Context: an optimization exercise on an open-source flow, tuned for small area and a short achievable clock period. The choices shown serve that exercise and are no tape-out recipe. Only simulation tests tie the RTL to the original design; equivalence was not proved. Power is estimated from default activity; no workload was simulated.

## v33
==> flow/design.v <==
module name_field_arbiter #(
    parameter int NUM_FIELDS = 10,
    parameter int DATA_W     = 160,
    parameter int IDX_W      = 4
) (
    input  logic                         clk,
    input  logic                         rst,
    input  logic [NUM_FIELDS*DATA_W-1:0] field_data,
    input  logic [NUM_FIELDS-1:0]        field_w,
    output logic [DATA_W-1:0]            out_data,
    output logic [IDX_W-1:0]             out_field,
    output logic                         out_last,
    output logic                         out_valid,
    input  logic                         out_ready,
    output logic [NUM_FIELDS-1:0]        overflow
);
    localparam int NF = NUM_FIELDS;
    function automatic logic [NF-1:0] arb(input logic [NF-1:0] p,
                                          input logic [NF-1:0] m);
        logic [NF-1:0] pm;
        logic          any_pm;
        logic          hi_before, lo_before;
        pm        = p & m;
        any_pm    = |pm;
        hi_before = 1'b0;
        lo_before = 1'b0;
        for (int i = 0; i < NF; i++) begin
            arb[i]    = p[i] & ~(m[i] ? hi_before : (any_pm | lo_before));
            hi_before = hi_before | pm[i];
            lo_before = lo_before | p[i];
        end
    endfunction
    function automatic logic [NF-1:0] mask_after(input logic [NF-1:0] g);
        logic acc;
        acc = g[NF-1];
        for (int k = 0; k < NF; k++) begin
            mask_after[k] = acc;
            acc = acc | g[k];
        end
    endfunction
    logic [NF-1:0][DATA_W-1:0] hold_q;
    logic [NF-1:0]             pend_q;
    logic [NF-1:0]             ovf_q;
    logic [NF-1:0]             mask_q;
    logic [NF-1:0]             sel_q;     
    logic [NF-1:0]             dsel_q;    
    logic [NF-1:0]             seen_q;
    logic                      valid_q;
    logic [DATA_W-1:0]         data_q;
    logic [IDX_W-1:0]          field_q;
    logic                      last_q;
    logic                      slot_free;
    logic                      any_pend;
    logic [NF-1:0]             grant;
    logic [NF-1:0]             seen_set;
    logic [DATA_W-1:0]         sel_data;
    logic [IDX_W-1:0]          sel_idx;
    logic [NF-1:0]             pend_keep, pend_drain;   
    logic [NF-1:0]             mask_drain;
    logic [NF-1:0]             sel_keep, sel_drain;
    assign slot_free = ~valid_q | out_ready;
    assign any_pend  = |sel_q;
    assign grant     = slot_free ? sel_q : '0;
    assign pend_keep  = pend_q | field_w;
    assign pend_drain = (pend_q & ~sel_q) | field_w;
    assign mask_drain = any_pend ? mask_after(sel_q) : mask_q;
    assign sel_keep   = arb(pend_keep, mask_q);
    assign sel_drain  = arb(pend_drain, mask_drain);
    always_comb begin
        sel_data = '0;
        sel_idx  = '0;
        for (int i = 0; i < NF; i++) begin
            sel_data = sel_data | (hold_q[i] & {DATA_W{dsel_q[i]}});
            sel_idx  = sel_idx  | (dsel_q[i] ? IDX_W'(i) : '0);
        end
    end
    assign seen_set = seen_q | dsel_q;
    always_ff @(posedge clk) begin
        dsel_q <= slot_free ? sel_drain : sel_keep;
    end
    always_ff @(posedge clk) begin
        for (int i = 0; i < NF; i++)
            if (field_w[i]) hold_q[i] <= field_data[i*DATA_W +: DATA_W];
    end
    always_ff @(posedge clk or posedge rst) begin
        if (rst) begin
            pend_q  <= '0;
            ovf_q   <= '0;
            mask_q  <= '1;
            sel_q   <= '0;
            seen_q  <= '0;
            valid_q <= 1'b0;
        end else begin
            pend_q <= field_w | (pend_q & ~grant);
            ovf_q  <= ovf_q | (field_w & pend_q & ~grant);
            sel_q  <= slot_free ? sel_drain : sel_keep;
            if (slot_free) begin
                valid_q <= any_pend;
                mask_q  <= mask_drain;
                if (any_pend) seen_q <= (&seen_set) ? '0 : seen_set;
            end
        end
    end
    always_ff @(posedge clk) begin
        if (slot_free) begin
            data_q  <= sel_data;
            field_q <= sel_idx;
            last_q  <= &seen_set;
        end
    end
    assign out_data  = data_q;
    assign out_field = field_q;
    assign out_last  = last_q;
    assign out_valid = valid_q;
    assign overflow  = ovf_q;
endmodule
export LEC_CHECK = 0
export CAP_MARGIN = 40
export CORE_AREA = 5 5 515 275
export CTS_CLUSTER_DIAMETER = 80
export CTS_CLUSTER_SIZE = 24
export DIE_AREA = 0 0 520 280
export SETUP_SLACK_MARGIN = 3.9
export SLEW_MARGIN = 40
create_clock -name core_clock -period 6.5 [get_ports {clk}]
standard.sh (not shown) runs the stock make flow with config.mk's settings and CLKGATE_MAP_FILE= SYNTH_SCRIPT=/design/flow/synth_recipe.tcl, a recipe that flattens the netlist after the stock synthesis.
==> flow/flow/run.sh <==
#!/bin/bash
# Layout flow: the standard ORFS flow (standard.sh), unchanged except for three
# ORFS knobs it already reads from the environment:
#   - clock nets may use met2 (the platform's default lowest clock layer is met3),
#     so the clock port's wire can leave its met2 pin without a via stack that
#     crowds the pins on the neighbouring tracks;
#   - port buffers are sky130_fd_sc_hd__buf_1 instead of the resizer's default pick
#     (a 10 um2 delay buffer); every input and output port still gets its buffer;
#   - pins sit on the top and bottom edges only (met2), on every track (min
#     distance 1 track) instead of every second one, so the 1789 ports fit on a
#     smaller die; met3 pins on adjacent tracks gave the router a spacing error.
# Each tool's full output goes to flow_std.log in this folder.
set -euo pipefail
export BUFFER_PORTS_ARGS="-buffer_cell sky130_fd_sc_hd__buf_1"
export MIN_CLK_ROUTING_LAYER=met2
export PLACE_PINS_ARGS="-min_distance 1 -min_distance_in_tracks -exclude left:* -exclude right:*"
bash standard.sh finish > flow_std.log 2>&1
v33 reached the end of the flow, and the finished layout is clean on the timing, DRC and antenna checks.
Input-level comparison between v15 and v33:
Settings: swapping 40 for 50 in SLEW_MARGIN; swapping 3.9 for 4.2 in SETUP_SLACK_MARGIN; swapping 40 for 20 in CAP_MARGIN.
==> flow/flow/run.sh <==
#!/bin/bash
# Layout flow: the standard ORFS flow (standard.sh), unchanged except for two
# ORFS knobs it already reads from the environment:
#   - port buffers are sky130_fd_sc_hd__buf_1 instead of the resizer's default pick
#     (a 10 um2 delay buffer); every input and output port still gets its buffer;
#   - pins sit on the top and bottom edges only (met2), on every track (min
#     distance 1 track) instead of every second one, so the 1789 ports fit on a
#     smaller die; met3 pins on adjacent tracks gave the router a spacing error.
# Each tool's full output goes to flow_std.log in this folder.
set -euo pipefail
export BUFFER_PORTS_ARGS="-buffer_cell sky130_fd_sc_hd__buf_1"
export PLACE_PINS_ARGS="-min_distance 1 -min_distance_in_tracks -exclude left:* -exclude right:*"
bash standard.sh finish > flow_std.log 2>&1
[summary]
Diff v33 -> v15 | global placer's final weighted congestion | increase of 0.025. Total vias in the final route (lower): v33. Re worst relative slew slack: v33 was lower than v15.

== v5 ==
RTL: the design.v shown in full above, as it stands there.
Settings: LEC_CHECK=0, CAP_MARGIN=20, CORE_AREA=5 5 515 275, CTS_CLUSTER_DIAMETER=80, CTS_CLUSTER_SIZE=24, DIE_AREA=0 0 520 280, SETUP_SLACK_MARGIN=3.9, SLEW_MARGIN=20; clock period 6.5 ns.
==> flow/flow/run.sh <==
#!/bin/bash
# Layout flow: the standard ORFS flow (standard.sh), unchanged except for two
# ORFS knobs it already reads from the environment:
#   - port buffers are sky130_fd_sc_hd__buf_1 instead of the resizer's default pick
#     (a 10 um2 delay buffer); every input and output port still gets its buffer;
#   - pins sit on the top and bottom edges only (met2), on every track (min
#     distance 1 track) instead of every second one, so the 1789 ports fit on a
#     smaller die; met3 pins on adjacent tracks gave the router a spacing error.
# Each tool's full output goes to flow_std.log in this folder.
set -euo pipefail
export BUFFER_PORTS_ARGS="-buffer_cell sky130_fd_sc_hd__buf_1"
export PLACE_PINS_ARGS="-min_distance 1 -min_distance_in_tracks -exclude left:* -exclude right:*"
bash standard.sh finish > flow_std.log 2>&1
For v4, these inputs were changed with respect to v5:
Settings: SLEW_MARGIN now 60, was 20.
-- flow/flow/run.sh --
<<< v5, line 1
#!/bin/bash
# Layout flow: the standard ORFS flow (standard.sh), unchanged except for two
# ORFS knobs it already reads from the environment:
#   - port buffers are sky130_fd_sc_hd__buf_1 instead of the resizer's default pick
>>> v4, line 1
#!/bin/bash
# Layout flow: the standard ORFS flow (standard.sh), unchanged except for three
# ORFS knobs it already reads from the environment:
#   - clock nets may use met2 (the platform's default lowest clock layer is met3),
#     so the clock port's wire can leave its met2 pin without a via stack that
#     crowds the pins on the neighbouring tracks;
#   - port buffers are sky130_fd_sc_hd__buf_1 instead of the resizer's default pick
<<< v5, line 11
export BUFFER_PORTS_ARGS="-buffer_cell sky130_fd_sc_hd__buf_1"
export PLACE_PINS_ARGS="-min_distance 1 -min_distance_in_tracks -exclude left:* -exclude right:*"
>>> v4, line 14
export BUFFER_PORTS_ARGS="-buffer_cell sky130_fd_sc_hd__buf_1"
export MIN_CLK_ROUTING_LAYER=met2
export PLACE_PINS_ARGS="-min_distance 1 -min_distance_in_tracks -exclude left:* -exclude right:*"
[summary]
v5: full flow OK, the timing, DRC and antenna checks passed. v4 reached the final stage; the timing, DRC and antenna checks on its layout passed. Between v5 and v4, the routed length on met1 figures differ only marginally. In the flow results for v4 and v5, the worst setup slack is larger on v4. In the tables for v4 and v5, number of gates resized after cts reads lower with v4. Looking at v4 and v5, the total power is a wash. Summary of v4 over v5: quantity of hold-fixing buffers added after cts essentially unchanged, cell-internal power increased 0.000088 W. Core utilization (v4 over v5): increase, 0.61 points. Delta (v4 minus v5): routing usage on met1 picked up an extra 0.37 points; post-CTS setup repair buffer count lost 1.

== exp/onyx ==
name_field_arbiter, a different RTL version from the one above (not shown whole).
Size: roughly 1800 flip-flops, about 63000 µm² of cells after synthesis.
Settings: LEC_CHECK=0, CAP_MARGIN=20, CORE_AREA=5 5 615 615, DIE_AREA=0 0 620 620, SLEW_MARGIN=20; clock period 6.5 ns.
run.sh (not shown) runs the stock make flow with config.mk's settings and CLKGATE_MAP_FILE= SYNTH_SCRIPT=/design/flow/synth_recipe.tcl, a recipe that flattens the netlist after the stock synthesis.
Stock flow here: none of the scripts above is used.
exp/onyx reached the final stage; the timing, DRC and antenna checks on its layout passed.
Input changes introduced in exp/xenon (baseline for comparison: exp/onyx):
Settings: an added SETUP_SLACK_MARGIN of 4.0.
Results
- exp/xenon reached the end of the flow, and the finished layout is clean on the timing, DRC and antenna checks.
- [compare] base=exp/onyx new=exp/xenon: logic depth of the worst path, buffers included climbed 4; clock power picked up an extra about 3%.
- Diff exp/onyx -> exp/xenon: final instance area higher; synthesis-to-finish area growth higher; number of remaining DRC errors roughly the same.
- In exp/xenon, the first-pass detailed-route iteration total came out 2 below the value in exp/onyx.
- Longest individual stage delay on the worst path ended up 0.19 ns lower on exp/xenon than on exp/onyx.
- exp/xenon has routed length on met1 above what exp/onyx had.
- Sort exp/onyx and exp/xenon by final worst setup slack desc -> top: exp/xenon
- Compare exp/onyx and exp/xenon | fraction of the cycle the final worst path needs lower: exp/xenon
- exp/xenon vs. exp/onyx: switching component of the power went up by about 20%.
Relative to exp/xenon, the following input files were edited for exp/sierra:
Settings: setting CORE_MARGIN to 2 for the first time; removing CORE_AREA (formerly 5 5 615 615); removing DIE_AREA (formerly 0 0 620 620); setting CORE_UTILIZATION to 55 for the first time; removing SETUP_SLACK_MARGIN (formerly 4.0).
### Flow results
exp/sierra ended with less horizontal die dimension than exp/xenon. exp/sierra terminated abnormally: 3_2_place_iop reported PPL-0024. Summary of exp/sierra over exp/xenon: simple-gate share of the synthesized area ~0 delta; initial core utilization increased 39 points; compound-gate portion of the synthesized area now sits at about the same level; cell row count now sits lower. As of exp/sierra, die boundary height had fallen by more than a quarter compared to exp/xenon. The number of distinct library cells after synthesis on exp/sierra is in line with that on exp/xenon.

[separate check: timing with driven ports]
The results above use ideal ports. As a check the final layouts listed here were re-extracted and re-timed, cells and wires unchanged.
Step 1 sets driving cells, clkbuf_16 on the clock port and buf_2 on the other inputs (assumed; they add their load-dependent delay and slew).
Step 2 adds t to the input delays and takes it off the output delays; t is the mean of the earliest and latest rising clock arrival at the registers after step 1. Input paths then give back, and output paths get back, about the clock's delay inside the block.
Slacks: no drivers / after step 1 / after step 2; pairs: no drivers / after step 1.
run | shift t [ns] | setup slack, ns | worst data-port slew with drivers (ns)
v33 | 0.783 | 3.828 / 3.758 / 3.059 | 0.27
v15 | 0.786 | 3.718 / 3.648 / 3.307 | 0.21
v5 | 0.791 | 3.836 / 3.760 / 3.007 | 0.25
v4 | 0.776 | 3.840 / 3.772 / 3.121 | 0.24
exp/onyx | 0.952 | 2.372 / 2.372 / 2.372 | 0.43
exp/xenon | 0.972 | 3.450 / 3.384 / 2.950 | 0.46
After both steps every run listed still meets setup and hold. The setup slack of v5, which loses most, moves by -0.076 ns with the drivers and by -0.829 ns with both steps.
